This design comes from an exercise in tuning for small area, a short achievable clock period and few clock cycles on the open sky130 flow, not from production work.
Only simulation tests tie the RTL to the original design; equivalence was not proved.
No driver is modelled on the clock port, so clocking that relies on it looks cheaper here than on a real chip.
Power figures rest on the tool's default switching activity, not on a simulated workload.

==> design.v <==
`timescale 1ns/100ps
module priority_queue_top (
    input  logic                  clk,
    input  logic                  reset,
    input  logic                  insert,
    input  logic [32-1:0] insert_data,
    input  logic                  remove,
    output logic                  busy,
    output logic                  full,
    output logic                  empty,
    output logic [32-1:0] data_out,
    output logic                  data_valid
);
    localparam int N = 16;
    localparam int W = 32;
    logic [N-1:0][W-1:0] slot;      
    logic [N-1:0] valid;         
    logic [W-1:0] key_q;         
    logic         ins_q;         
    logic         rem_q;         
    function automatic logic greater(input logic [W-1:0] a, input logic [W-1:0] b);
        logic c;
        c = 1'b0;
        for (int j = 0; j < W; j++) c = (a[j] & ~b[j]) | (a[j] & c) | (~b[j] & c);
        greater = c;
    endfunction
    logic [N-1:0] cmp_q;         
    logic         cmp_key_q;     
    logic [N-1:0] was_hold_q;    
    logic [N-1:0] was_key_q;
    logic [N-1:0] was_up_q;
    logic         was_dn_q;
    logic [N-1:0] gt;
    always_comb begin
        for (int i = 0; i < N; i++) begin
            gt[i] = (was_hold_q[i] & cmp_q[i]) | (was_key_q[i] & cmp_key_q);
            if (i > 0)     gt[i] = gt[i] | (was_up_q[i] & cmp_q[(i+N-1)%N]);
            if (i < N - 1) gt[i] = gt[i] | (was_dn_q & cmp_q[(i+1)%N]);
            else           gt[i] = gt[i] | was_dn_q;
        end
    end
    logic [N-1:0] valid_nx;
    always_comb begin
        valid_nx = valid;
        if (ins_q) valid_nx = {valid[N-2:0], 1'b1};
        if (rem_q) valid_nx = {1'b0, valid[N-1:1]};
    end
    wire ins_ok = insert && !full;
    wire rem_ok = remove && !empty;
    logic [N-1:0] s_hold, s_key, s_up, s_dn;
    always_comb begin
        for (int i = 0; i < N; i++) begin
            s_dn[i]   = rem_q;
            s_key[i]  = ins_q && gt[i] && (i == 0 || !gt[i-1]);
            s_up[i]   = ins_q && gt[i] && i != 0 && gt[i-1];
            s_hold[i] = !rem_q && !(ins_q && gt[i]);
        end
    end
    logic [N-1:0][W-1:0] slot_nx;
    always_comb begin
        for (int i = 0; i < N; i++) begin
            slot_nx[i] = ({W{s_hold[i]}} & slot[i]) | ({W{s_key[i]}} & key_q);
            if (i > 0)     slot_nx[i] = slot_nx[i] | ({W{s_up[i]}} & slot[i-1]);
            if (i < N - 1) slot_nx[i] = slot_nx[i] | ({W{s_dn[i]}} & slot[i+1]);
        end
    end
    always_ff @(posedge clk) begin
        key_q     <= insert_data;
        slot      <= slot_nx;
        was_hold_q <= s_hold;
        was_key_q  <= s_key;
        was_up_q   <= s_up;
        was_dn_q   <= rem_q;
        cmp_key_q <= greater(insert_data, key_q);
        for (int i = 0; i < N; i++) cmp_q[i] <= !valid[i] || greater(insert_data, slot[i]);
    end
    always_ff @(posedge clk) begin
        if (reset) begin
            valid     <= '0;
            ins_q     <= 1'b0;
            rem_q     <= 1'b0;
            full  <= 1'b0;
            empty <= 1'b1;
        end else begin
            valid     <= valid_nx;
            ins_q     <= ins_ok;
            rem_q     <= rem_ok;
            full  <= ins_ok ? valid_nx[N-2] : (!rem_ok && valid_nx[N-1]);
            empty <= !ins_ok && (rem_ok ? !valid_nx[1] : !valid_nx[0]);
        end
    end
    assign busy       = 1'b0;
    assign data_valid = rem_q;
    assign data_out   = slot[0];
endmodule
==> flow/run.sh <==
#!/bin/bash
# Standard layout, with the delay cells kept out of port buffering and timing repair,
# and long wires buffered after clock tree synthesis (flow/post_cts.tcl).
set -euo pipefail
bash standard.sh synth > synth.log 2>&1
export DONT_USE_CELLS="sky130_fd_sc_hd__clkdlybuf4s15_1 sky130_fd_sc_hd__clkdlybuf4s15_2 sky130_fd_sc_hd__clkdlybuf4s18_1 sky130_fd_sc_hd__clkdlybuf4s18_2 sky130_fd_sc_hd__clkdlybuf4s25_1 sky130_fd_sc_hd__clkdlybuf4s25_2 sky130_fd_sc_hd__clkdlybuf4s50_1 sky130_fd_sc_hd__clkdlybuf4s50_2 sky130_fd_sc_hd__dlygate4sd1_1 sky130_fd_sc_hd__dlygate4sd2_1 sky130_fd_sc_hd__dlygate4sd3_1 sky130_fd_sc_hd__dlymetal6s2s_1 sky130_fd_sc_hd__dlymetal6s4s_1 sky130_fd_sc_hd__dlymetal6s6s_1"
export POST_CTS_TCL="$PWD/flow/post_cts.tcl"
export BUFFER_PORTS_ARGS="-buffer_cell sky130_fd_sc_hd__buf_4"
bash standard.sh finish > finish.log 2>&1
==> flow/post_cts.tcl <==
# Extra repair after clock tree synthesis: buffer long wires, then repair
# setup again with the placement parasitics.
estimate_parasitics -placement
repair_design -max_wire_length 200 -verbose
detailed_placement
estimate_parasitics -placement
repair_timing -setup -setup_margin $::env(SETUP_SLACK_MARGIN) -repair_tns 100 -verbose
detailed_placement
check_placement -verbose
==> standard.sh <==
#!/bin/bash
# synth_recipe.tcl (not shown) runs the flow's synth.tcl, then flattens the netlist and writes it again
# the make line also repeats each setting of config.mk as NAME=value (left out here)
make -C /OpenROAD-flow-scripts/flow DESIGN_CONFIG=/design/flow/config.mk WORK_HOME=/design/flow/orfs CLKGATE_MAP_FILE= SYNTH_SCRIPT=/design/flow/synth_recipe.tcl "${@:-finish}"
==> config.mk <==
export PLATFORM = sky130hd
export DESIGN_NAME = priority_queue_top
export DESIGN_NICKNAME = priority_queue_top
export VERILOG_FILES = /design/flow/design.v
export SDC_FILE = /design/flow/constraint.sdc
export NUM_CORES = 4
export LEC_CHECK = 0
export CAP_MARGIN = 20
export CORE_MARGIN = 2
export CORE_UTILIZATION = 45
export CTS_BUF_LIST = sky130_fd_sc_hd__clkbuf_4 sky130_fd_sc_hd__clkbuf_8
export CTS_CLUSTER_SIZE = 20
export PLACE_DENSITY = 0.6
export SETUP_SLACK_MARGIN = 3.3
export SLEW_MARGIN = 20
==> constraint.sdc <==
create_clock -name core_clock -period 6.0 [get_ports {clk}]
set_input_delay 1.2000 -clock core_clock [delete_from_list [all_inputs] [get_ports {clk}]]
set_output_delay 1.2000 -clock core_clock [all_outputs]
set_load 0.01 [all_outputs]
==> flow_summary_export.csv, run 1 <==
group,metric,value,unit
min_path,min_delay_path_depth,2,
power,p_leak,15.42,nW
synth,ys_warn_count,3,
clock_tree,clock_sinks,629,
power,ir_drop,0.1946,mV
worst_setup_path,cp-start-kind,"primary input",
route,ant_nets,0,
run_status,status,"finished clean",
floorplan,chipWidth,282.9,um
worst_setup_path,slowest_delay,550,ps
synth,synth-edff-count,0,
worst_setup_path,cp.required,6630,ps
sta,rsz0062_at_grt,"true",
finish,layout_common_cells,"861 x nand2_1, 626 x dfxtp_1, 463 x a221o_1",
power,power_density,439.8,nW/um^2
finish,syn_to_final_growth,15.58,%
finish,final_nets,4415,
synth,ys.flop_type,"dfxtp_1",
sta,finClkSkew,52.42,ps
route,routedWlPerCell,22.95,um
route,first_pass_iters,7,
global_route,grt_pass1_wl,199.3,mm
clock_tree,path_clk_slew,60,ps
global_route,grt_usage,0.3040,
synth,yosysUniqueCellTypes,66,
synth,syn_area,35010,um^2
clock_tree,cts_tree,"done",
sta,worst_slew_pin_slew,1030,ps
job,maxCapViolCount,0,
global_route,grt-ovfl-total,0,
synth,ys_seq_elements,629,
synth,yosysTopAreaCell,"dfxtp_1",
clock_tree,clkLatencyLatePin,760,ps
route,drc_errors,0,
synth,syn-num-nets,4500,
worst_setup_path,reg2reg_setup_slack,3410,ps
worst_setup_path,reg2reg_to,"cmp_key_q$_DFF_P_",
global_route,use_met3,0.04541,
sta,tns,0,ps
route,vias_per_cell,6.486,
sta,slew_violations,0,
synth,synth_area_leaders,"dfxtp_1 36%, a221o_1 13%, nand2_1 9.3%",
synth,synth_top_area_share,0.3597,
worst_setup_path,end_kind,"flip-flop",
route,drt_iter0_markers,4003,
sta,max_slew_margin,0.3124,
synth,async_flop_share,0,
finish,layout_commonest_cell,"nand2_1",
worst_setup_path,crit_chain,"buf_4 -> nand2_1 -> o22ai_1 -> o2bb2ai_1 -> a211oi_1 -> o2111ai_1 -> a31o_1",
sta,fin_crit_sh,0.4546,
placement,gp_congestion,0.8936,
floorplan,rows,102,
worst_setup_path,r2r_cells,9,
sta,final.min_clock_period,2727,ps
worst_setup_path,r2r_start,"key_q[21]$_DFF_P_",
global_route,met1_usage,0.4193,
synth,syn_area_per_cell,7.843,um^2
global_route,grt_max_degree,77,
global_route,antenna_found_initial,3,
route,vias,35780,
synth,ys_seq_area_frac,0.3597,
floorplan,die_h,282.9,um
min_path,hp-start,"slot[20]$_DFF_P_",
worst_setup_path,cp_num_buf_inv,1,
sta,hold_violations,0,
finish,fin_util,0.5241,
worst_setup_path,crit_family,"compound AO/OA/AOI/OAI gates",
global_route,grtUsageMet2,0.4852,
worst_setup_path,worstSetupPathType,"primary input to flip-flop",
global_route,grt.busiest_layer,"met2",
floorplan,die-area,80050,um^2
placement,hpwl,84.86,mm
min_path,worstHoldEndpoint,"slot[20]$_DFF_P_",
placement,dp_cells,5182,
global_route,grt_pass1_vias,34030,
synth,syn_inst,4464,
route,finalWirelength,126.6,mm
min_path,min_path_type,"flip-flop to flip-flop",
worst_setup_path,crit_fanout,18,
power,power.total,17.80,mW
finish,final_layout_size_suffix_gt1_frac,0.1401,
worst_setup_path,crit_arrival,3360,ps
placement,port_buffers,70,
sta,fmax,366.7,MHz
sta,setup_viol,0,
floorplan,ios,72,
finish,fillers,7433,
floorplan,core,77210,um^2
finish,stdcell_count,5516,
worst_setup_path,crit_slowest_cell,"nand2_1",
floorplan,start_util,0.4534,
==> stage by stage <==
| stage | hold WS (ps) | instance area, um^2 | setup slack, ps |
|---|---|---|---|
| detailed placement | 485.9 | 35700 | 1767 |
| global route | 524.6 | 40470 | 3276 |
| finish | 497.5 | 40470 | 3273 |
| floorplan | 386.6 | 35130 | 3296 |
| global placement | 468.5 | 35700 | 1746 |
==> final cells by class <==
cell class | count | area (um^2) | share of cell area
Antenna cell | 1 | 2.502 | 0.00006184
Clock buffer | 179 | 2251 | 0.05563
Timing Repair Buffer | 267 | 3103 | 0.07668
Clock inverter | 29 | 305.3 | 0.007545
Sequential cell | 629 | 12600 | 0.3115
Timing Repair inverter | 4 | 22.52 | 0.0005566
Tap cell | 1040 | 1301 | 0.03216
Multi-Input combinational cell | 3197 | 20200 | 0.4991
Inverter | 170 | 679.4 | 0.01679
==> state kept, by name, summed over array words and instances, names as in the netlist <==
name,cells
slot,512
key_q,32
cmp_q,16
valid,16
was_hold_q,16
was_key_q,16
was_up_q,15
cmp_key_q,1
empty,1
full,1
ins_q,1
rem_q,1
was_dn_q,1
==> routing by layer <==
metal  vias to the layer above  wire length, um  part of all wire
met5                         -                7          0.000055
met4                         2             3473             0.027
met3                       221             9444             0.075
met2                      1469            58380              0.46
met1                     17530            55280              0.44
li1                      16560                -                 -
==> cells in the mapped netlist, types with 15 or more instances <==
cell and number:
nand2_1 868, dfxtp_1 629, a221o_1 463, o21ai_0 438, clkbuf_1 352, a21oi_1 331
inv_1 161, nand2b_1 116, nor2b_1 108, a22oi_1 96, nor2_1 86, o22ai_1 83
maj3_1 77, nand3_1 58, a222oi_1 51, buf_2 50, a211oi_1 47, a221oi_1 43
o22a_1 43, buf_4 35, buf_1 29, o221a_2 27, a31oi_1 26, o2bb2ai_1 26
o221ai_1 24, nor3_1 18, o2111ai_1 17, o31ai_1 16, a31o_2 15, mux2i_1 15
==> worst register-to-register path, cell delays in order, from the launching register on <==
cell and delay, ps:
dfxtp_1 300, buf_4 140, buf_6 160, nor2b_1 150
or4_4 580, a2111oi_4 360, nand3_2 200, nor3_4 400
o32ai_2 130, o211ai_1 90
==> worst max-delay path by stage <==
stage               startpoint                end  slack, ps  cells past startpoint
2_1_floorplan  insert_data[28]  cmp_q[14]$_DFF_P_       3300                      8
3_3_place_gp   insert_data[26]  cmp_key_q$_DFF_P_       1750                      8
3_5_place_dp   insert_data[26]  cmp_key_q$_DFF_P_       1770                      8
5_1_grt         insert_data[3]   cmp_q[8]$_DFF_P_       3280                      8
6_report        insert_data[9]  cmp_q[10]$_DFF_P_       3270                      7
==> power breakdown <==
group / internal [mW] / switching (mW)
clock: 2.63 / 1.93
combinational: 2.72 / 2.71
sequential: 5.64 / 2.17
==> kinds of logic (layout without fill, tap and decap cells) <==
group,after synthesis,after routing,share of synthesized area
flip-flops,629,629,0.3597
adder cells (fa/ha/maj),81,81,0.02330
multiplexers,15,15,0.004289
AND/OR/NAND/NOR,1269,1269,0.1566
AO/OA/AOI/OAI,1831,1831,0.3819
other,1,2,0.0001071
buffers and inverters,638,649,0.07419
Testbench counts, summed over its fixed seeds: cycles 3,600.
==> run 2: changes to the inputs <==
==> flow/run.sh (replaced) <==
#!/bin/bash
# Standard layout, with the delay cells kept out of port buffering and timing repair.
set -euo pipefail
bash standard.sh synth > synth.log 2>&1
export DONT_USE_CELLS="sky130_fd_sc_hd__clkdlybuf4s15_1 sky130_fd_sc_hd__clkdlybuf4s15_2 sky130_fd_sc_hd__clkdlybuf4s18_1 sky130_fd_sc_hd__clkdlybuf4s18_2 sky130_fd_sc_hd__clkdlybuf4s25_1 sky130_fd_sc_hd__clkdlybuf4s25_2 sky130_fd_sc_hd__clkdlybuf4s50_1 sky130_fd_sc_hd__clkdlybuf4s50_2 sky130_fd_sc_hd__dlygate4sd1_1 sky130_fd_sc_hd__dlygate4sd2_1 sky130_fd_sc_hd__dlygate4sd3_1 sky130_fd_sc_hd__dlymetal6s2s_1 sky130_fd_sc_hd__dlymetal6s4s_1 sky130_fd_sc_hd__dlymetal6s6s_1"
export BUFFER_PORTS_ARGS="-buffer_cell sky130_fd_sc_hd__buf_4"
bash standard.sh finish > finish.log 2>&1
--- a/config.mk
+++ b/config.mk
@@ -9,6 +9,6 @@
 export CORE_MARGIN = 2
-export CORE_UTILIZATION = 45
+export CORE_UTILIZATION = 55
 export CTS_BUF_LIST = sky130_fd_sc_hd__clkbuf_4 sky130_fd_sc_hd__clkbuf_8
 export CTS_CLUSTER_SIZE = 20
-export PLACE_DENSITY = 0.6
+export PLACE_DENSITY = 0.7
 export SETUP_SLACK_MARGIN = 3.3
removed: flow/post_cts.tcl
==> run 2 against run 1 <==
  * Still clean on timing, DRC and antenna
  * Total power is 3.4% lower
  * Core utilization is 8.0 points higher
  * Clock power is 8.1% lower
  * Cell area is 6.0% lower
  * Via count is 1.3% lower
  * First-iteration DRC count is 13% higher
  * Register-to-register slack worse by 140 ps
  * Routed wire length is 7.2% lower
  * Synthesized cell count stayed put
  * Area after synthesis stayed put
  * Critical endpoint is now cmp_key_q$_DFF_P_
==> flow_summary_export.csv, run 2 <==
group,metric,value,unit
placement,port_buffers,70,
route,drt_iter0_markers,4529,
power,comb_power_share,0.303,
synth,ys.flop_type,"dfxtp_1",
sta,setup_slack,3170,ps
synth,synth_top_cells_by_count,"868 x nand2_1, 629 x dfxtp_1, 463 x a221o_1",
finish,regMostFlops,"slot",
power,internal_power,10.56,mW
worst_setup_path,crit_chain,"buf_4 -> inv_1 -> maj3_1 -> a2111oi_4 -> nand3_1 -> nor3_1 -> o32ai_1 -> o211ai_1",
clock_tree,cts_buffers,106,
floorplan,rows,92,
clock_tree,path_clk_slew,60,ps
clock_tree,cts_root_buf,"clkbuf_8",
power,sw_frac_of_total,0.3860,
finish,stdcell_count,5196,
synth,synth-edff-count,0,
power,ir_drop,0.2498,mV
route,drc_errors,0,
synth,async_flop_share,0,
clock_tree,cts_hold_buf,0,
sta,finClkSkew,26.49,ps
global_route,grt_usage,0.3408,
placement,gp_congestion,0.9497,
sta,worst_slew_pin_slew,994.9,ps
worst_setup_path,worstSetupPathType,"primary input to flip-flop",
global_route,grt_pass1_vias,32970,
route,routedWlPerCell,22.60,um
sta,rsz0062_at_grt,"true",
floorplan,die_h,256.3,um
sta,max_slew_margin,0.3358,
synth,yosysTopAreaCell,"dfxtp_1",
synth,synth_area_leaders,"dfxtp_1 36%, a221o_1 13%, nand2_1 9.3%",
route,ant_nets,0,
placement,hpwl,81.11,mm
power,power.share.clock,0.244,
finish,largest_register_ffs,512,
clock_tree,cts_tree,"done",
finish,top_regs,"slot x512, key_q x32",
finish,seq_area,12600,um^2
worst_setup_path,crit_fanout,17,
synth,ys_seq_elements,629,
floorplan,chipWidth,256.3,um
synth,syn_area,35010,um^2
finish,layout_common_cells,"865 x nand2_1, 626 x dfxtp_1, 463 x a221o_1",
synth,syn-num-nets,4500,
finish,syn_to_final_growth,8.699,%
clock_tree,cts_max_path_buffers,3,
worst_setup_path,cp.required,6640,ps
route,vias,35330,
synth,syn_inst,4464,
synth,syn_area_per_cell,7.843,um^2
clock_tree,cts_max_level,3,
sta,fin_crit_sh,0.4717,
finish,final_nets,4303,
sta,setup_viol,0,
placement,dpl_worst_slack,2057,ps
worst_setup_path,crit_slowest_cell,"maj3_1",
worst_setup_path,cp-start-kind,"primary input",
finish,final_layout_size_suffix_gt1_frac,0.1106,
clock_tree,clkLatencyLatePin,730,ps
synth,synth_top_area_share,0.3597,
synth,yosysMostFrequentCell,"nand2_1",
synth,ys_warn_count,3,
floorplan,core,62970,um^2
floorplan,die-area,65690,um^2
sta,tns,0,ps
route,first_pass_iters,9,
route,finalWirelength,117.4,mm
global_route,antenna_found_initial,2,
finish,layout_commonest_cell,"nand2_1",
sta,final.min_clock_period,2830,ps
sta,fmax,353.4,MHz
placement,dp_cells,4993,
synth,ys_seq_area_frac,0.3597,
worst_setup_path,crit_arrival,3470,ps
power,p_seq_frac,0.454,
power,power_density,451.9,nW/um^2
sta,slew_violations,0,
global_route,grt-ovfl-total,0,
clock_tree,clock_sinks,629,
finish,design_area,38060,um^2
job,maxCapViolCount,0,
synth,yosysUniqueCellTypes,66,
sta,hold_violations,0,
floorplan,start_util,0.5560,
finish,multiInputGateArea,20090,um^2
finish,fillers,5755,
worst_setup_path,end_kind,"flip-flop",
min_path,min_path_type,"flip-flop to flip-flop",
global_route,grt_pass1_wl,184.6,mm
worst_setup_path,slowest_delay,520,ps
power,power.switching,6.638,mW
global_route,grt_max_degree,215,
sta,hold_slack,492.0,ps
placement,place_area,35490,um^2
power,p_leak,14.39,nW
floorplan,ios,72,
run_status,status,"finished clean",
route,vias_per_cell,6.799,
## run 2: cell count changes in the layout (fill, tap and decap cells not counted), moves of 8 or more
cell / delta
buf_6: -38
buf_16: -19
clkbuf_8: -8
buf_8: -29
buf_12: -14
clkinv_2: -9
## run 2: final cells by class
type,count,share of cell area
Multi-Input combinational cell,3197,0.5278
Sequential cell,629,0.3311
Clock buffer,169,0.05602
Timing Repair Buffer,158,0.03396
Tap cell,846,0.02782
Inverter,170,0.01789
Clock inverter,20,0.004406
Timing Repair inverter,5,0.0008548
Antenna cell,2,0.0001315
## run 2: logic make-up after synthesis
| family | count (synthesis) | synth area share |
|---|---|---|
| compound gates | 1831 | 0.3819 |
| simple gates | 1269 | 0.1566 |
| other cells | 1 | 0.0001071 |
| buf+inv | 638 | 0.07419 |
| fa+ha+maj | 81 | 0.02330 |
| mux | 15 | 0.004289 |
| flops | 629 | 0.3597 |
## run 2: power groups by stage
| stage | Clock, mW | Sequential [mW] | Combinational (mW) |
|---|---|---|---|
| after floorplan | 0 | 6.97 | 4.15 |
| after global placement | 0 | 7.79 | 4.90 |
| after detailed placement | 0 | 7.75 | 5.03 |
| after CTS | 4.23 | 7.69 | 5.08 |
| after global routing | 4.42 | 7.96 | 5.76 |
| final | 4.19 | 7.80 | 5.20 |
## run 2: metrics by stage
| stage | utilization | power [mW] |
|---|---|---|
| 3_5_place_dp | 0.5636 | 12.77 |
| 2_1_floorplan | - | 11.12 |
| 4_1_cts | 0.6031 | 16.99 |
| 5_1_grt | 0.6043 | 18.14 |
| 3_3_place_gp | 0.5636 | 12.68 |
| 6_report | 0.6044 | 17.20 |
## run 2: repair_timing
item                                    CTS  global route
endpoints found under the setup margin   28            86
setup buffers                             5             2
resized for setup                        32            12
gates cloned                              2             3
## run 2: critical path: cells and delay by family
family | cells | cell delay, ps
AOI/OAI and AO/OA | 3 | 590
adders and majority gates | 1 | 520
and+or+nand+nor | 2 | 620
buffers and inverters | 2 | 530
## run 2: final timing paths
| path | endpoint | startpoint | cells after the start | slack (ps) |
|---|---|---|---|---|
| min reg2reg | slot[4]$_DFF_P_ | slot[4]$_DFF_P_ | 2 | 490 |
| max reg2reg | cmp_q[4]$_DFF_P_ | slot[145]$_DFF_P_ | 7 | 3270 |
| max | cmp_key_q$_DFF_P_ | insert_data[29] | 8 | 3170 |
| min | slot[4]$_DFF_P_ | slot[4]$_DFF_P_ | 2 | 490 |
## run 2: layer usage
layer  share of wire  track usage  wire [um]  up-vias
met2            0.46       0.5412      54440     1675
met3           0.083      0.05190       9771      225
li1                -            -          -    16310
met4           0.029       0.1262       3388        2
met1            0.42       0.4681      49810    17120
met5         0.00011            0         13        -
==> run 3: changes to the inputs <==
--- a/config.mk
+++ b/config.mk
@@ -11,3 +11,3 @@
 export CTS_BUF_LIST = sky130_fd_sc_hd__clkbuf_4 sky130_fd_sc_hd__clkbuf_8
-export CTS_CLUSTER_SIZE = 20
+export CTS_CLUSTER_SIZE = 40
 export PLACE_DENSITY = 0.7
==> run 3 against run 2 <==
  * Area after synthesis unchanged
  * Clock power about the same
  * Clock skew about the same
  * Highest routed layer unchanged
  * Via count increased by 0.14%
  * Hold slack about the same
  * Routed wire length increased by 0.15%
  * Sequential power about the same
==> flow_summary_export.csv, run 3 <==
group,metric,value,unit
run_status,status,"finished clean",
route,ant_nets,0,
placement,dp_cells,4993,
sta,max_slew_margin,0.3233,
clock_tree,cts_max_path_buffers,3,
power,ir_drop,0.2501,mV
clock_tree,path_clk_slew,70,ps
sta,hold_violations,0,
worst_setup_path,reg2reg_to,"cmp_q[4]$_DFF_P_",
placement,port_buffers,70,
synth,ys_seq_area_frac,0.3597,
synth,ys_seq_elements,629,
clock_tree,cts_buffers,106,
sta,slew_violations,0,
sta,tns,0,ps
synth,syn_inst,4464,
worst_setup_path,crit_end,"cmp_key_q$_DFF_P_",
route,drc_errors,0,
finish,layout_commonest_cell,"nand2_1",
synth,yosysTopAreaCell,"dfxtp_1",
job,maxCapViolCount,0,
sta,fin_crit_sh,0.4669,
power,internal_power,10.56,mW
synth,synth_top_area_share,0.3597,
worst_setup_path,crit_start,"insert_data[26]",
route,vias,35380,
power,power_density,451.9,nW/um^2
route,routedWlPerCell,22.63,um
synth,async_flop_share,0,
clock_tree,cts_tree,"done",
placement,hpwl,81.11,mm
clock_tree,cts_max_level,3,
global_route,grt_pass1_wl,184.6,mm
worst_setup_path,slowest_delay,490,ps
floorplan,core,62970,um^2
power,sw_frac_of_total,0.3860,
route,drt_iter0_markers,4662,
placement,gp_congestion,0.9497,
sta,worst_slew_pin_slew,1014,ps
synth,syn_area_per_cell,7.843,um^2
worst_setup_path,r2r_start,"slot[145]$_DFF_P_",
power,power.switching,6.638,mW
finish,largest_register_ffs,512,
worst_setup_path,crit_arrival,3440,ps
synth,synth_area_leaders,"dfxtp_1 36%, a221o_1 13%, nand2_1 9.3%",
synth,yosysUniqueCellTypes,66,
global_route,grt-ovfl-total,0,
sta,final.min_clock_period,2801,ps
floorplan,ios,72,
finish,layout_common_cells,"865 x nand2_1, 626 x dfxtp_1, 463 x a221o_1",
finish,syn_to_final_growth,8.706,%
floorplan,start_util,0.5560,
worst_setup_path,crit_chain,"buf_8 -> inv_1 -> maj3_1 -> a211oi_2 -> nand3_1 -> nor3_1 -> o32ai_1 -> o211ai_1",
synth,syn_area,35010,um^2
clock_tree,clock_sinks,629,
clock_tree,cts_root_buf,"clkbuf_8",
worst_setup_path,crit_slowest_cell,"nor3_1",
worst_setup_path,r2r_cells,7,
synth,synth_top_cells_by_count,"868 x nand2_1, 629 x dfxtp_1, 463 x a221o_1",
floorplan,chipWidth,256.3,um
synth,ys_warn_count,3,
global_route,grt_pass1_vias,32970,
worst_setup_path,end_kind,"flip-flop",
sta,rsz0062_at_grt,"true",
worst_setup_path,cp.required,6640,ps
finish,regMostFlops,"slot",
route,finalWirelength,117.6,mm
sta,finClkSkew,26.45,ps
finish,stdcell_count,5197,
worst_setup_path,cp-start-kind,"primary input",
synth,syn-num-nets,4500,
power,p_seq_frac,0.453,
route,vias_per_cell,6.807,
finish,top_regs,"slot x512, key_q x32",
finish,fillers,5756,
sta,setup_viol,0,
worst_setup_path,worstSetupPathType,"primary input to flip-flop",
clock_tree,clkLatencyLatePin,730,ps
synth,synth-edff-count,0,
power,comb_power_share,0.303,
global_route,antenna_found_initial,2,
finish,final_layout_size_suffix_gt1_frac,0.1106,
worst_setup_path,crit_fanout,65,
power,p_leak,14.39,nW
worst_setup_path,reg2reg_setup_slack,3340,ps
global_route,grt_usage,0.3408,
finish,final_nets,4303,
sta,fmax,357.0,MHz
power,power.share.clock,0.244,
route,first_pass_iters,9,
floorplan,die-area,65690,um^2
floorplan,rows,92,
synth,ys.flop_type,"dfxtp_1",
synth,yosysMostFrequentCell,"nand2_1",
min_path,min_path_type,"flip-flop to flip-flop",
global_route,grt_max_degree,215,
floorplan,die_h,256.3,um
## run 3: cell counts after synthesis
No cell type changed its count.
## run 3: through the flow
step,power [mW],hold WS (ps),util,instance area (um^2),setup WS [ps]
after floorplan,11.12,386.6,-,35130,3296
after global placement,12.68,473.1,0.5636,35490,2040
after detailed placement,12.77,482.2,0.5636,35490,2057
after CTS,16.99,496.1,0.6031,37970,3315
after global routing,18.14,516.3,0.6043,38050,3144
final,17.20,491.9,0.6044,38060,3199
## run 3: per-layer routing
metal / routed length [um] / global-route usage / vias up
li1: - / - / 16320
met1: 49930 / 0.4681 / 17120
met2: 54430 / 0.5412 / 1691
met3: 9673 / 0.05190 / 245
met4: 3543 / 0.1262 / 2
met5: 13 / 0 / -
## run 3: timing repair
action | 4_1_cts | 5_1_grt
resized for setup | 32 | 12
hold buffers | 0 | 0
setup endpoints to repair | 28 | 86
setup buffers | 5 | 2
cloned | 2 | 3
## run 3: worst max-delay path, delay by kind of cell
| kind | cells | cell delay, ps |
|---|---|---|
| and+or+nand+nor | 2 | 640 |
| AOI/OAI and AO/OA | 3 | 690 |
| buffers and inverters | 2 | 510 |
| adders and majority gates | 1 | 370 |
## run 3: final cells by class
cell class,count,area (um^2),area share
clock inverters,20,167.7,0.004405
flip-flops and latches,629,12600,0.3311
inverters,170,680.7,0.01788
clock buffers,169,2132,0.05602
well taps,846,1059,0.02781
repair buffers,158,1292,0.03396
multi-input cells,3197,20090,0.5278
diodes,3,7.507,0.0001973
repair inverters,5,32.53,0.0008548
## run 3: cells by family after synthesis
| group | count (synthesis) | synth area share |
|---|---|---|
| buf+inv | 638 | 0.07419 |
| simple gates | 1269 | 0.1566 |
| mux | 15 | 0.004289 |
| other cells | 1 | 0.0001071 |
| fa+ha+maj | 81 | 0.02330 |
| compound gates | 1831 | 0.3819 |
| flops | 629 | 0.3597 |
## run 3: how the worst min path moves through the flow
stage	from	endpoint	slack, ps	depth (start not counted)
floorplan	valid[15]$_SDFF_PP0_	cmp_q[15]$_DFF_P_	390	1
global placement	slot[510]$_DFF_P_	slot[510]$_DFF_P_	470	2
detailed placement	slot[499]$_DFF_P_	slot[499]$_DFF_P_	480	2
CTS	slot[1]$_DFF_P_	slot[1]$_DFF_P_	500	2
global route	slot[482]$_DFF_P_	slot[482]$_DFF_P_	520	2
finish	slot[4]$_DFF_P_	slot[4]$_DFF_P_	490	2
## run 3: power by group through the flow
stage | Combinational [mW] | Sequential [mW] | Clock [mW]
2_1_floorplan | 4.15 | 6.97 | 0
3_5_place_dp | 5.03 | 7.75 | 0
4_1_cts | 5.08 | 7.69 | 4.23
6_report | 5.21 | 7.80 | 4.20
5_1_grt | 5.76 | 7.96 | 4.42
3_3_place_gp | 4.90 | 7.79 | 0
==> run 4: changes to the inputs <==
--- a/config.mk
+++ b/config.mk
@@ -11,5 +11,5 @@
 export CTS_BUF_LIST = sky130_fd_sc_hd__clkbuf_4 sky130_fd_sc_hd__clkbuf_8
-export CTS_CLUSTER_SIZE = 40
+export CTS_CLUSTER_SIZE = 20
 export PLACE_DENSITY = 0.7
-export SETUP_SLACK_MARGIN = 3.3
+export SETUP_SLACK_MARGIN = 3.45
 export SLEW_MARGIN = 20
==> run 4 against run 3 <==
  * Sequential power up 0.6%
  * Largest power group unchanged
  * Total power rose by 0.64%
  * Sequential share of layout area fell by 0.32 points
  * Critical endpoint is now cmp_q[13]$_DFF_P_
  * Register-to-register slack better by 140 ps
  * Clock power about the same
  * Critical path depth unchanged
==> flow_summary_export.csv, run 4 <==
group,metric,value,unit
sta,rsz0062_at_grt,"true",
clock_tree,path_clk_slew,60,ps
clock_tree,cts_max_path_buffers,3,
finish,fin_util,0.6122,
route,wl_met2,54.98,mm
synth,yosysUniqueCellTypes,66,
synth,ys_seq_elements,629,
sta,setup_viol,0,
power,p_leak,14.57,nW
placement,port_buffers,70,
synth,synth_top_area_share,0.3597,
finish,layout_common_cells,"862 x nand2_1, 600 x dfxtp_1, 463 x a221o_1",
route,vias_per_cell,6.816,
placement,gp_congestion,0.9538,
route,routed.top_layer,"met5",
synth,syn_area_per_cell,7.843,um^2
finish,final_nets,4319,
synth,yosysMostFrequentCell,"nand2_1",
synth,async_flop_share,0,
floorplan,start_util,0.5560,
power,ir_drop,0.2245,mV
synth,synth-edff-count,0,
sta,final.min_clock_period,2653,ps
floorplan,ios,72,
clock_tree,cts_buffers,108,
global_route,grt-ovfl-total,0,
synth,ys_warn_count,3,
worst_setup_path,worstSetupPathType,"primary input to flip-flop",
sta,setup_slack,3347,ps
worst_setup_path,crit_fanout,21,
synth,syn_area,35010,um^2
sta,hold_violations,0,
floorplan,die_h,256.3,um
sta,hold_slack,475.2,ps
synth,yosysTopAreaCell,"dfxtp_1",
synth,synth_top_cells_by_count,"868 x nand2_1, 629 x dfxtp_1, 463 x a221o_1",
power,power_density,449.0,nW/um^2
route,ant_nets,0,
worst_setup_path,cp-start-kind,"primary input",
sta,tns,0,ps
finish,largest_register_ffs,512,
route,first_pass_iters,10,
sta,max_slew_margin,0.3165,
route,finalWirelength,119.5,mm
placement,place_area,35530,um^2
floorplan,chipWidth,256.3,um
worst_setup_path,reg2reg_setup_slack,3480,ps
worst_setup_path,crit_arrival,3290,ps
synth,syn-num-nets,4500,
synth,syn_inst,4464,
clock_tree,cts_max_level,3,
global_route,grt_pass1_vias,33040,
route,drt_iter0_markers,4590,
worst_setup_path,crit_end,"cmp_q[13]$_DFF_P_",
sta,finClkSkew,36.93,ps
route,dr_wl_met3,9.709,mm
floorplan,core,62970,um^2
worst_setup_path,crit_start,"insert_data[1]",
worst_setup_path,reg2reg_to,"cmp_q[4]$_DFF_P_",
synth,ys_seq_area_frac,0.3597,
min_path,min_path_type,"flip-flop to flip-flop",
finish,layout_commonest_cell,"nand2_1",
worst_setup_path,crit_chain,"buf_4 -> nand2_2 -> o21ai_0 -> a31oi_1 -> o31ai_1 -> a211oi_1 -> o2111ai_1 -> a31o_2",
finish,final_layout_size_suffix_gt1_frac,0.1306,
route,routedWlPerCell,22.92,um
global_route,grt_pass1_wl,185.7,mm
sta,slew_violations,0,
route,wl_met1,50.66,mm
placement,hpwl,80.68,mm
sta,worst_slew_pin_slew,1024,ps
clock_tree,cts_root_buf,"clkbuf_8",
clock_tree,clock_sinks,629,
finish,design_area,38550,um^2
worst_setup_path,crit_slowest_cell,"a211oi_1",
min_path,min_delay_path_depth,2,
sta,fin_crit_sh,0.4422,
min_path,hp-start,"slot[21]$_DFF_P_",
route,drc_errors,0,
worst_setup_path,end_kind,"flip-flop",
floorplan,rows,92,
worst_setup_path,r2r_start,"slot[145]$_DFF_P_",
synth,ys.flop_type,"dfxtp_1",
worst_setup_path,cp.required,6640,ps
finish,top_regs,"slot x512, key_q x32",
placement,dpl_worst_slack,1921,ps
route,vias,35530,
floorplan,die-area,65690,um^2
clock_tree,cts_hold_buf,0,
clock_tree,clkLatencyLatePin,750,ps
job,maxCapViolCount,0,
worst_setup_path,slowest_delay,580,ps
clock_tree,cts_tree,"done",
global_route,grt_max_degree,220,
finish,syn_to_final_growth,10.10,%
sta,fmax,376.9,MHz
worst_setup_path,r2r_cells,7,
finish,regMostFlops,"slot",
run_status,status,"finished clean",
synth,synth_area_leaders,"dfxtp_1 36%, a221o_1 13%, nand2_1 9.3%",
global_route,grt_usage,0.3438,
global_route,antenna_found_initial,5,
## run 4: cell counts after synthesis
Identical to the previous run, type by type.
## run 4: per-layer routing
layer | up-vias | track usage
li1 | 16340 | -
met1 | 17130 | 0.4626
met2 | 1755 | 0.5504
met3 | 303 | 0.06050
met4 | 6 | 0.1288
met5 | - | 0
## run 4: stage by stage
step / power (mW) / std cells
after detailed placement: 12.82 / 4988
final: 17.31 / 5213
after floorplan: 11.17 / 4464
after global placement: 12.72 / 4988
after global routing: 18.22 / 5212
after CTS: 17.04 / 5194
## run 4: critical path: cells and delay by family
kind | cells | cell delay (ps)
buffers and inverters | 1 | 200
and+or+nand+nor | 1 | 320
AOI/OAI and AO/OA | 6 | 1550
## run 4: what timing repair did
item                       in CTS  in global routing
buffers inserted               11                 13
cloned                          4                  3
resized for setup              74                 50
setup endpoints to repair     376                207
pin swaps                       2                 12
## run 4: kinds of logic (layout without fill, tap and decap cells)
kind of cell / Yosys count / count (layout) / share of synthesized area
adders and majority gates: 81 / 81 / 0.02330
DFF: 629 / 629 / 0.3597
AOI/OAI and AO/OA: 1831 / 1831 / 0.3819
muxes: 15 / 15 / 0.004289
other: 1 / 4 / 0.0001071
buffers and inverters: 638 / 538 / 0.07419
and+or+nand+nor: 1269 / 1269 / 0.1566
## run 4: where the power goes
group / switching, mW / leakage (nW) / internal (mW)
clock: 1.85 / 1.23 / 2.32
sequential: 2.19 / 5.24 / 5.65
combinational: 2.66 / 8.11 / 2.63
## run 4: worst min path at each step
| stage | to | slack (ps) |
|---|---|---|
| 2_1_floorplan | cmp_q[15]$_DFF_P_ | 390 |
| 3_3_place_gp | slot[510]$_DFF_P_ | 470 |
| 3_5_place_dp | slot[482]$_DFF_P_ | 470 |
| 4_1_cts | slot[31]$_DFF_P_ | 480 |
| 5_1_grt | slot[5]$_DFF_P_ | 490 |
| 6_report | slot[21]$_DFF_P_ | 480 |
## run 4: cell type report
type,count,area [um^2]
multi-input combinational,3197,20340
sequential,629,12640
fill,5662,24420
clock inverter,20,166.4
clock buffer,171,2122
timing repair buffer,171,1478
antenna,3,7.507
inverter,170,691.9
timing repair inverter,6,42.54
tap,846,1059
==> run 5: changes to the inputs <==
--- a/config.mk
+++ b/config.mk
@@ -13,3 +13,3 @@
 export PLACE_DENSITY = 0.7
-export SETUP_SLACK_MARGIN = 3.45
+export SETUP_SLACK_MARGIN = 3.7
 export SLEW_MARGIN = 20
==> run 5 against run 4 <==
  * Critical path type unchanged
  * Worst setup slack improved by 200 ps
  * Still clean on timing, DRC and antenna
  * Area after synthesis did not move
  * Highest routed layer is now met4
  * Core utilization rose by 2.4 points
==> flow_summary_export.csv, run 5 <==
group,metric,value,unit
finish,final_layout_size_suffix_gt1_frac,0.1602,
global_route,antenna_found_initial,1,
worst_setup_path,cp.required,6640,ps
global_route,grt-ovfl-total,0,
synth,ys_seq_elements,629,
route,drt_iter0_markers,5160,
synth,synth_area_leaders,"dfxtp_1 36%, a221o_1 13%, nand2_1 9.3%",
route,ant_nets,0,
synth,synth_top_cells_by_count,"868 x nand2_1, 629 x dfxtp_1, 463 x a221o_1",
global_route,grt_usage,0.3496,
clock_tree,cts_buffers,107,
sta,slew_violations,0,
sta,worst_slew_pin_slew,1021,ps
clock_tree,cts_max_path_buffers,3,
global_route,grt_max_degree,241,
finish,final_nets,4380,
route,first_pass_iters,10,
sta,rsz0062_at_grt,"true",
floorplan,ios,72,
clock_tree,path_clk_slew,60,ps
finish,multiInputGateArea,20770,um^2
synth,yosysTopAreaCell,"dfxtp_1",
power,comb_power_share,0.322,
floorplan,start_util,0.5560,
finish,layout_common_cells,"860 x nand2_1, 587 x dfxtp_1, 463 x a221o_1",
sta,fin_crit_sh,0.4080,
sta,finClkSkew,44.31,ps
worst_setup_path,crit_chain,"buf_6 -> inv_4 -> maj3_2 -> a2111oi_4 -> nand3_2 -> o21ba_2 -> o32ai_1 -> o211ai_1",
sta,tns,0,ps
finish,layout_commonest_cell,"nand2_1",
worst_setup_path,reg2reg_setup_slack,3640,ps
synth,yosysMostFrequentCell,"nand2_1",
run_status,status,"finished clean",
finish,top_regs,"slot x512, key_q x32",
worst_setup_path,worstSetupPathType,"primary input to flip-flop",
worst_setup_path,crit_arrival,3090,ps
floorplan,die_h,256.3,um
worst_setup_path,crit_slowest_cell,"maj3_2",
placement,hpwl,80.38,mm
sta,final.min_clock_period,2448,ps
finish,largest_register_ffs,512,
placement,gp_congestion,0.9499,
finish,syn_to_final_growth,14.49,%
synth,ys_warn_count,3,
floorplan,die-area,65690,um^2
route,routedWlPerCell,23.40,um
power,power.switching,6.879,mW
route,vias_per_cell,6.852,
sta,hold_violations,0,
sta,fmax,408.5,MHz
power,power.share.clock,0.238,
synth,syn_inst,4464,
synth,syn_area_per_cell,7.843,um^2
worst_setup_path,cp.depth,8,
worst_setup_path,slowest_delay,400,ps
synth,async_flop_share,0,
power,p_leak,15.11,nW
worst_setup_path,cp-start-kind,"primary input",
min_path,min_path_type,"flip-flop to flip-flop",
floorplan,rows,92,
worst_setup_path,r2r_cells,7,
clock_tree,cts_hold_buf,0,
global_route,grt_pass1_wl,188.7,mm
synth,synth-edff-count,0,
worst_setup_path,end_kind,"flip-flop",
placement,port_buffers,70,
synth,syn_area,35010,um^2
finish,regMostFlops,"slot",
floorplan,core,62970,um^2
worst_setup_path,crit_end,"cmp_key_q$_DFF_P_",
power,power_density,442.4,nW/um^2
job,maxCapViolCount,0,
worst_setup_path,crit_fanout,22,
clock_tree,clock_sinks,629,
clock_tree,cts_root_buf,"clkbuf_8",
power,internal_power,10.85,mW
finish,seq_area,12720,um^2
sta,setup_viol,0,
route,vias,36120,
route,finalWirelength,123.3,mm
synth,synth_top_area_share,0.3597,
finish,fin_util,0.6366,
sta,max_slew_margin,0.3192,
power,sw_frac_of_total,0.3879,
power,ir_drop,0.2770,mV
worst_setup_path,reg2reg_to,"cmp_key_q$_DFF_P_",
worst_setup_path,crit_start,"insert_data[29]",
synth,ys_seq_area_frac,0.3597,
clock_tree,cts_tree,"done",
clock_tree,cts_max_level,3,
route,drc_errors,0,
worst_setup_path,r2r_start,"key_q[17]$_DFF_P_",
power,p_seq_frac,0.440,
finish,fillers,5540,
synth,yosysUniqueCellTypes,66,
worst_setup_path,crit_family,"compound AO/OA/AOI/OAI gates",
clock_tree,clkLatencyLatePin,750,ps
floorplan,chipWidth,256.3,um
worst_setup_path,cp_num_buf_inv,2,
synth,ys.flop_type,"dfxtp_1",
global_route,grt_pass1_vias,33880,
synth,syn-num-nets,4500,
==> run 5: cell counts after synthesis <==
Identical to the previous run, type by type.
==> run 5: layout make-up <==
| cell class | instances | area share |
|---|---|---|
| Tap cell | 846 | 0.02641 |
| Timing Repair inverter | 9 | 0.001561 |
| Timing Repair Buffer | 228 | 0.05997 |
| Sequential cell | 629 | 0.3173 |
| Inverter | 170 | 0.01879 |
| Multi-Input combinational cell | 3199 | 0.5183 |
| Antenna cell | 1 | 0.00006243 |
| Clock buffer | 167 | 0.05251 |
| Clock inverter | 23 | 0.005119 |
==> run 5: cells by family (layout without fill, tap and decap cells) <==
family	count (synthesis)	after routing	synth area share
AOI/OAI and AO/OA	1831	1831	0.3819
adders and majority gates	81	81	0.02330
buffers and inverters	638	597	0.07419
DFF	629	629	0.3597
muxes	15	15	0.004289
other	1	2	0.0001071
and+or+nand+nor	1269	1271	0.1566
==> run 5: metrics by stage <==
step | instance area [um^2] | hold WS, ps | total power [mW] | setup slack, ps | std cells
after CTS | 39260 | 487.9 | 17.30 | 3554 | 5252
after floorplan | 35420 | 386.6 | 11.19 | 3302 | 4464
after global placement | 35580 | 470.9 | 12.69 | 1849 | 4988
after detailed placement | 35580 | 479.8 | 12.80 | 1863 | 4988
after global routing | 40080 | 512.1 | 18.65 | 3541 | 5272
final | 40080 | 490.0 | 17.73 | 3552 | 5272
==> run 5: worst min path at each step <==
stage / endpoint / cells past startpoint / start / slack [ps]
2_1_floorplan: cmp_q[15]$_DFF_P_ / 1 / valid[15]$_SDFF_PP0_ / 390
3_3_place_gp: slot[510]$_DFF_P_ / 2 / slot[510]$_DFF_P_ / 470
3_5_place_dp: slot[483]$_DFF_P_ / 2 / slot[451]$_DFF_P_ / 480
4_1_cts: slot[483]$_DFF_P_ / 2 / slot[451]$_DFF_P_ / 490
5_1_grt: slot[499]$_DFF_P_ / 2 / slot[499]$_DFF_P_ / 510
6_report: slot[483]$_DFF_P_ / 2 / slot[451]$_DFF_P_ / 490
==> run 5: power by group through the flow <==
stage | Combinational, mW | Sequential [mW] | Clock (mW)
6_report | 5.70 | 7.81 | 4.22
5_1_grt | 6.27 | 7.95 | 4.42
4_1_cts | 5.40 | 7.66 | 4.24
3_5_place_dp | 5.05 | 7.75 | 0
3_3_place_gp | 4.91 | 7.78 | 0
2_1_floorplan | 4.21 | 6.98 | 0
==> run 5: worst reg2reg max path: stages (launching register included) <==
cell       delay, ps
dfxtp_1          840
nand2b_1         220
o2111a_1         300
a2111oi_4        100
nand3_2          140
o21ba_2          220
o32ai_1          270
o211ai_1         110
==> run 5: per-layer routing <==
layer / up-vias / part of all wire / routed length (um) / global-route usage
met2: 1886 / 0.47 / 57440 / 0.5686
met4: 0 / 0.037 / 4616 / 0.1465
met1: 17450 / 0.41 / 51170 / 0.4662
met3: 315 / 0.082 / 10120 / 0.04755
li1: 16470 / - / - / -
met5: - / 0 / 0 / 0
==> run 5: repair_timing <==
action | 4_1_cts | 5_1_grt
gates cloned | 9 | 7
gates resized for setup | 213 | 122
pin swaps | 11 | 37
buffers inserted | 65 | 12
setup endpoints to repair | 561 | 438
==> run 6: changes to the inputs <==
--- a/config.mk
+++ b/config.mk
@@ -13,3 +13,3 @@
 export PLACE_DENSITY = 0.7
-export SETUP_SLACK_MARGIN = 3.7
+export SETUP_SLACK_MARGIN = 3.55
 export SLEW_MARGIN = 20
==> run 6 against run 5 <==
  * Still clean
  * Synthesized cell count unchanged
  * Total power fell by 1.5%
  * Non-clock buffer count is 25 lower
  * Hold slack worse by 25 ps
  * Combinational power decreased by 3.9%
  * Cell count fell by 0.46%
  * Core utilization down 1.6 points
  * Via count down 0.74%
  * Sequential power about the same
  * Fmax shrank 6.4%
  * Critical endpoint unchanged
  * Largest cell class unchanged
==> flow_summary_export.csv, run 6 <==
group,metric,value,unit
worst_setup_path,reg2reg_setup_slack,3500,ps
synth,syn_inst,4464,
route,ant_nets,0,
floorplan,start_util,0.5560,
sta,worst_slew_pin_slew,1182,ps
clock_tree,clkLatencyLatePin,740,ps
placement,gp_congestion,0.9499,
finish,final_layout_size_suffix_gt1_frac,0.1434,
finish,layout_common_cells,"861 x nand2_1, 593 x dfxtp_1, 463 x a221o_1",
clock_tree,cts_max_level,3,
global_route,antenna_found_initial,1,
finish,syn_to_final_growth,11.61,%
global_route,grt_usage,0.3455,
worst_setup_path,cp.required,6630,ps
power,power.share.clock,0.241,
clock_tree,clock_sinks,629,
sta,final.min_clock_period,2617,ps
synth,ys_warn_count,3,
finish,top_regs,"slot x512, key_q x32",
clock_tree,cts_hold_buf,0,
placement,dp_cells,4988,
power,ir_drop,0.2758,mV
global_route,grt_pass1_vias,33400,
synth,yosysUniqueCellTypes,66,
worst_setup_path,cp-start-kind,"primary input",
job,maxCapViolCount,0,
route,vias,35860,
clock_tree,cts_buffers,107,
floorplan,die_h,256.3,um
synth,ys.flop_type,"dfxtp_1",
worst_setup_path,crit_fanout,22,
synth,syn_area_per_cell,7.843,um^2
floorplan,core,62970,um^2
sta,tns,0,ps
finish,design_area,39080,um^2
sta,max_slew_margin,0.2117,
floorplan,chipWidth,256.3,um
route,vias_per_cell,6.832,
clock_tree,cts_root_buf,"clkbuf_8",
placement,port_buffers,70,
power,p_seq_frac,0.445,
synth,syn_area,35010,um^2
sta,hold_violations,0,
clock_tree,cts_tree,"done",
worst_setup_path,crit_arrival,3250,ps
synth,ys_seq_elements,629,
placement,place_area,35580,um^2
floorplan,die-area,65690,um^2
synth,synth-edff-count,0,
synth,syn-num-nets,4500,
synth,yosysMostFrequentCell,"nand2_1",
worst_setup_path,end_kind,"flip-flop",
power,comb_power_share,0.314,
sta,hold_slack,464.9,ps
run_status,status,"finished clean",
global_route,grt_pass1_wl,186.7,mm
route,drt_iter0_markers,5173,
sta,fmax,382.2,MHz
synth,synth_top_area_share,0.3597,
finish,largest_register_ffs,512,
synth,async_flop_share,0,
power,sw_frac_of_total,0.3854,
synth,yosysTopAreaCell,"dfxtp_1",
worst_setup_path,worstSetupPathType,"primary input to flip-flop",
route,first_pass_iters,10,
sta,rsz0062_at_grt,"true",
synth,synth_top_cells_by_count,"868 x nand2_1, 629 x dfxtp_1, 463 x a221o_1",
finish,fillers,5672,
power,power.total,17.47,mW
route,finalWirelength,121.1,mm
sta,slew_violations,0,
global_route,grt-ovfl-total,0,
floorplan,ios,72,
route,drc_errors,0,
power,p_leak,14.79,nW
route,routedWlPerCell,23.07,um
placement,hpwl,80.38,mm
sta,finClkSkew,42.96,ps
global_route,grt_max_degree,241,
min_path,min_path_type,"flip-flop to flip-flop",
power,power.switching,6.732,mW
finish,final_nets,4356,
power,internal_power,10.73,mW
synth,ys_seq_area_frac,0.3597,
finish,layout_commonest_cell,"nand2_1",
synth,synth_area_leaders,"dfxtp_1 36%, a221o_1 13%, nand2_1 9.3%",
clock_tree,path_clk_slew,60,ps
clock_tree,cts_max_path_buffers,3,
finish,stdcell_count,5248,
finish,regMostFlops,"slot",
sta,fin_crit_sh,0.4361,
sta,setup_viol,0,
floorplan,rows,92,
power,power_density,447.0,nW/um^2
run 6: cell counts after synthesis:
No cell type changed its count.
run 6: kinds of logic after synthesis:
group | Yosys count | synth area share
AOI/OAI and AO/OA | 1831 | 0.3819
adders and majority gates | 81 | 0.02330
buffers and inverters | 638 | 0.07419
DFF | 629 | 0.3597
muxes | 15 | 0.004289
other | 1 | 0.0001071
and+or+nand+nor | 1269 | 0.1566
run 6: worst max-delay path: stages:
cell	delay, ps
buf_6	210
inv_4	170
maj3_1	490
a2111oi_4	360
nand3_2	200
o21ba_1	380
o32ai_1	120
o211ai_1	90
run 6: worst paths after layout:
check / startpoint / to / cells past startpoint
hold / removal: slot[20]$_DFF_P_ / slot[20]$_DFF_P_ / 2
setup reg to reg: key_q[22]$_DFF_P_ / cmp_key_q$_DFF_P_ / 7
hold reg to reg: slot[20]$_DFF_P_ / slot[20]$_DFF_P_ / 2
setup / recovery: insert_data[29] / cmp_key_q$_DFF_P_ / 8
run 6: layout make-up:
cell class                      instances  area, um^2  share of cell area
Timing Repair Buffer                  203        1802             0.04611
Inverter                              170       714.4             0.01828
Timing Repair inverter                 12       80.08            0.002049
Tap cell                              846        1059             0.02709
Clock inverter                         23       205.2            0.005251
Clock buffer                          167        2105             0.05386
Sequential cell                       629       12710              0.3253
Multi-Input combinational cell       3197       20400              0.5220
Antenna cell                            1       2.502          0.00006404
run 6: per-layer routing:
layer,up-vias,part of all wire,global-route usage
li1,16420,-,-
met1,17300,0.41,0.4660
met2,1862,0.47,0.5614
met3,276,0.086,0.04488
met4,0,0.033,0.1353
met5,-,0,0
run 6: what timing repair did:
| action | in CTS | in global routing |
|---|---|---|
| pin swaps | 2 | 9 |
| gates cloned | 8 | 6 |
| resized for setup | 122 | 60 |
| endpoints found under the setup margin | 387 | 276 |
| buffers inserted | 41 | 14 |
run 6: per-stage QoR:
step / util / setup slack [ps]
floorplan: - / 3302
global placement: 0.5651 / 1849
detailed placement: 0.5651 / 1863
CTS: 0.6134 / 3301
global route: 0.6206 / 3383
finish: 0.6206 / 3383
run 6: power groups by stage:
stage	sequential (mW)	combinational [mW]	clock (mW)
3_5_place_dp	7.75	5.05	0
6_report	7.78	5.48	4.21
5_1_grt	7.92	6.05	4.42
4_1_cts	7.66	5.27	4.24
3_3_place_gp	7.78	4.91	0
2_1_floorplan	6.98	4.21	0
==> run 7: changes to the inputs <==
==> run.sh (new file) <==
#!/bin/bash
# synth_recipe.tcl (not shown) runs the flow's synth.tcl, then flattens the netlist and writes it again
# the make line also repeats each setting of config.mk as NAME=value (left out here)
make -C /OpenROAD-flow-scripts/flow DESIGN_CONFIG=/design/flow/config.mk WORK_HOME=/design/flow/orfs CLKGATE_MAP_FILE= SYNTH_SCRIPT=/design/flow/synth_recipe.tcl finish
--- a/config.mk
+++ b/config.mk
@@ -13,3 +13,3 @@
 export PLACE_DENSITY = 0.7
-export SETUP_SLACK_MARGIN = 3.55
+export SETUP_SLACK_MARGIN = 3.3
 export SLEW_MARGIN = 20
removed: flow/run.sh
removed: standard.sh
==> run 7 against run 6 <==
  * Still clean on timing, DRC and antenna
  * Fmax down 5.8%
  * Register-to-register slack worse by 110 ps
  * Core utilization up 0.53 points
  * Hold slack better by 7.9 ps
  * Critical path depth up 1
  * Count of clock-buffer cells in the layout up 5
  * Via count down 0.57%
  * Total power up 0.43%
  * Largest power group unchanged
==> flow_summary_export.csv, run 7 <==
group,metric,value,unit
sta,hold_slack,472.8,ps
synth,syn_area,35010,um^2
placement,port_buffers,70,
worst_setup_path,cp.required,6650,ps
sta,tns,0,ps
global_route,grt_pass1_vias,33820,
route,drt_iter0_markers,5079,
synth,ys_seq_area_frac,0.3597,
finish,syn_to_final_growth,12.58,%
global_route,antenna_found_initial,1,
min_path,hp-start,"slot[26]$_DFF_P_",
synth,synth_top_cells_by_count,"868 x nand2_1, 629 x dfxtp_1, 463 x a221o_1",
worst_setup_path,worstSetupPathType,"primary input to flip-flop",
placement,dp_cells,5016,
placement,dpl_worst_slack,1379,ps
worst_setup_path,crit_slowest_cell,"a222oi_1",
power,p_leak,14.89,nW
min_path,min_path_type,"flip-flop to flip-flop",
worst_setup_path,crit_chain,"clkdlybuf4s50_1 -> inv_2 -> buf_8 -> o22a_1 -> o2111ai_4 -> o22ai_1 -> a222oi_1 -> o32ai_1 -> o211ai_1",
power,sw_frac_of_total,0.3901,
synth,ys_warn_count,3,
finish,design_area,39410,um^2
sta,setup_slack,3221,ps
clock_tree,clkLatencyLatePin,740,ps
route,drc_errors,0,
finish,top_regs,"slot x512, key_q x32",
min_path,worstHoldEndpoint,"slot[26]$_DFF_P_",
sta,max_slew_margin,0.2681,
synth,syn-num-nets,4500,
power,ir_drop,0.2314,mV
clock_tree,path_clk_slew,60,ps
clock_tree,cts_buffers,107,
sta,final.min_clock_period,2779,ps
route,finalWirelength,121.3,mm
finish,regMostFlops,"slot",
power,power_density,445.1,nW/um^2
floorplan,core,62970,um^2
route,first_pass_iters,9,
placement,hpwl,82.01,mm
finish,stdcell_count,5264,
route,ant_nets,0,
route,routedWlPerCell,23.05,um
worst_setup_path,crit_arrival,3430,ps
sta,hold_violations,0,
worst_setup_path,end_kind,"flip-flop",
synth,synth_top_area_share,0.3597,
sta,fmax,359.9,MHz
worst_setup_path,r2r_cells,7,
power,comb_power_share,0.309,
finish,final_layout_size_suffix_gt1_frac,0.1329,
floorplan,rows,92,
run_status,status,"finished clean",
worst_setup_path,slowest_delay,680,ps
synth,synth_area_leaders,"dfxtp_1 36%, a221o_1 13%, nand2_1 9.3%",
route,vias_per_cell,6.772,
synth,syn_area_per_cell,7.843,um^2
synth,syn_inst,4464,
sta,fin_crit_sh,0.4631,
power,internal_power,10.70,mW
finish,layout_commonest_cell,"nand2_1",
clock_tree,cts_max_path_buffers,3,
synth,async_flop_share,0,
clock_tree,cts_max_level,3,
synth,ys_seq_elements,629,
synth,ys.flop_type,"dfxtp_1",
placement,place_area,35810,um^2
synth,yosysUniqueCellTypes,66,
sta,finClkSkew,29.39,ps
sta,rsz0062_at_grt,"true",
worst_setup_path,reg2reg_setup_slack,3390,ps
clock_tree,cts_root_buf,"clkbuf_8",
finish,layout_common_cells,"860 x nand2_1, 595 x dfxtp_1, 463 x a221o_1",
finish,largest_register_ffs,512,
sta,slew_violations,0,
placement,gp_congestion,0.9613,
min_path,min_delay_path_depth,2,
sta,worst_slew_pin_slew,1098,ps
synth,yosysTopAreaCell,"dfxtp_1",
global_route,grt_usage,0.3502,
synth,yosysMostFrequentCell,"nand2_1",
worst_setup_path,reg2reg_to,"cmp_key_q$_DFF_P_",
floorplan,die_h,256.3,um
worst_setup_path,r2r_start,"key_q[25]$_DFF_P_",
clock_tree,clock_sinks,629,
route,vias,35650,
global_route,grt_max_degree,256,
finish,final_nets,4365,
clock_tree,cts_tree,"done",
global_route,grt-ovfl-total,0,
floorplan,start_util,0.5560,
worst_setup_path,cp-start-kind,"primary input",
floorplan,die-area,65690,um^2
floorplan,ios,72,
power,p_seq_frac,0.448,
job,maxCapViolCount,0,
power,power.switching,6.844,mW
worst_setup_path,crit_fanout,21,
global_route,grt_pass1_wl,188.3,mm
synth,synth-edff-count,0,
sta,setup_viol,0,
power,power.share.clock,0.243,
floorplan,chipWidth,256.3,um
run 7: layer usage:
metal,vias up,share of wire,global-route usage
li1,16420,-,-
met1,17210,0.41,0.4595
met2,1715,0.47,0.5685
met3,311,0.079,0.05269
met4,0,0.042,0.1603
met5,-,0,0
run 7: worst max-delay path, delay by kind of cell:
kind	cells	cell delay, ps
AO/OA/AOI/OAI	6	1440
buffers and inverters	3	800
run 7: power by group through the flow:
stage	logic [mW]	registers, mW	clock network [mW]
after global routing	5.96	8.00	4.48
after global placement	4.91	7.82	0
final	5.42	7.85	4.27
after floorplan	4.15	6.97	0
after detailed placement	5.04	7.79	0
after CTS	5.18	7.73	4.29
run 7: cell families (layout without fill, tap and decap cells):
logic type               after synthesis  count (layout)  synth area share
AO/OA/AOI/OAI                       1831            1831            0.3819
other                                  1               2         0.0001071
buffers and inverters                638             591           0.07419
multiplexers                          15              15          0.004289
adder cells (fa/ha/maj)               81              81           0.02330
AND/OR/NAND/NOR                     1269            1269            0.1566
flip-flops                           629             629            0.3597
run 7: layout make-up:
class | count | area [um^2]
clock inverter | 25 | 190.2
antenna | 1 | 2.502
inverter | 170 | 729.5
sequential | 629 | 12640
clock buffer | 172 | 2173
fill | 5648 | 23550
timing repair inverter | 7 | 50.05
timing repair buffer | 217 | 2014
tap | 846 | 1059
multi-input combinational | 3197 | 20550
run 7: worst max path at each step:
stage,startpoint,endpoint,cells after the start
finish,insert_data[29],cmp_key_q$_DFF_P_,9
global route,insert_data[17],cmp_q[11]$_DFF_P_,9
CTS,insert_data[17],cmp_q[14]$_DFF_P_,9
detailed placement,insert_data[9],cmp_q[14]$_DFF_P_,8
global placement,insert_data[9],cmp_q[14]$_DFF_P_,8
floorplan,insert_data[28],cmp_q[14]$_DFF_P_,8
run 7: through the flow:
step	util	power [mW]
2_1_floorplan	-	11.12
3_3_place_gp	0.5687	12.74
3_5_place_dp	0.5687	12.83
4_1_cts	0.6201	17.20
5_1_grt	0.6259	18.44
6_report	0.6259	17.54
run 7: what timing repair did:
| item | CTS | global route |
|---|---|---|
| cloned | 8 | 0 |
| hold endpoints to repair | 0 | 0 |
| pin swaps | 13 | 17 |
| endpoints found under the setup margin | 319 | 71 |
| buffers inserted | 35 | 7 |
| hold buffers | 0 | 0 |
| resized for setup | 216 | 96 |

what the ideal ports hide:
The results above use ideal ports. As a check the final layouts listed here were re-extracted and re-timed, cells and wires unchanged.
Step 1 (the two cells are an assumption about what drives the block):
set clk [get_ports {clk}]
set_driving_cell -lib_cell sky130_fd_sc_hd__clkbuf_16 $clk
set_driving_cell -lib_cell sky130_fd_sc_hd__buf_2 [delete_from_list [all_inputs] $clk]
Step 2 times the ports against the registers' clock, not the clock port: input delays grow and output delays shrink by t, the midpoint of the rising clock arrivals with the driver on.
Slacks: ideal / step 1 / step 2; pairs: ideal / step 1.
run	shift t [ns]	slack for setup (ns)	clock arrival spread, ns	slew at the worst register clock pin (ns)	cell pins on the clock port's net
run 1	0.798	3.273 / 3.308 / 2.510	0.060 / 0.060	0.07 / 0.07	1
run 2	0.784	3.170 / 3.209 / 2.425	0.030 / 0.030	0.07 / 0.07	1
run 3	0.787	3.199 / 3.195 / 2.408	0.030 / 0.030	0.07 / 0.07	1
run 4	0.794	3.347 / 3.337 / 2.543	0.038 / 0.039	0.07 / 0.07	1
run 5	0.789	3.552 / 3.524 / 2.747	0.047 / 0.047	0.07 / 0.07	1
run 6	0.782	3.383 / 3.404 / 2.622	0.044 / 0.044	0.07 / 0.07	1
run 7	0.792	3.221 / 3.222 / 2.430	0.032 / 0.032	0.07 / 0.07	1
After both steps every run listed still meets setup and hold. For run 5, which loses most, drivers alone change the setup slack by -0.028 ns; drivers and shift together by -0.805 ns.
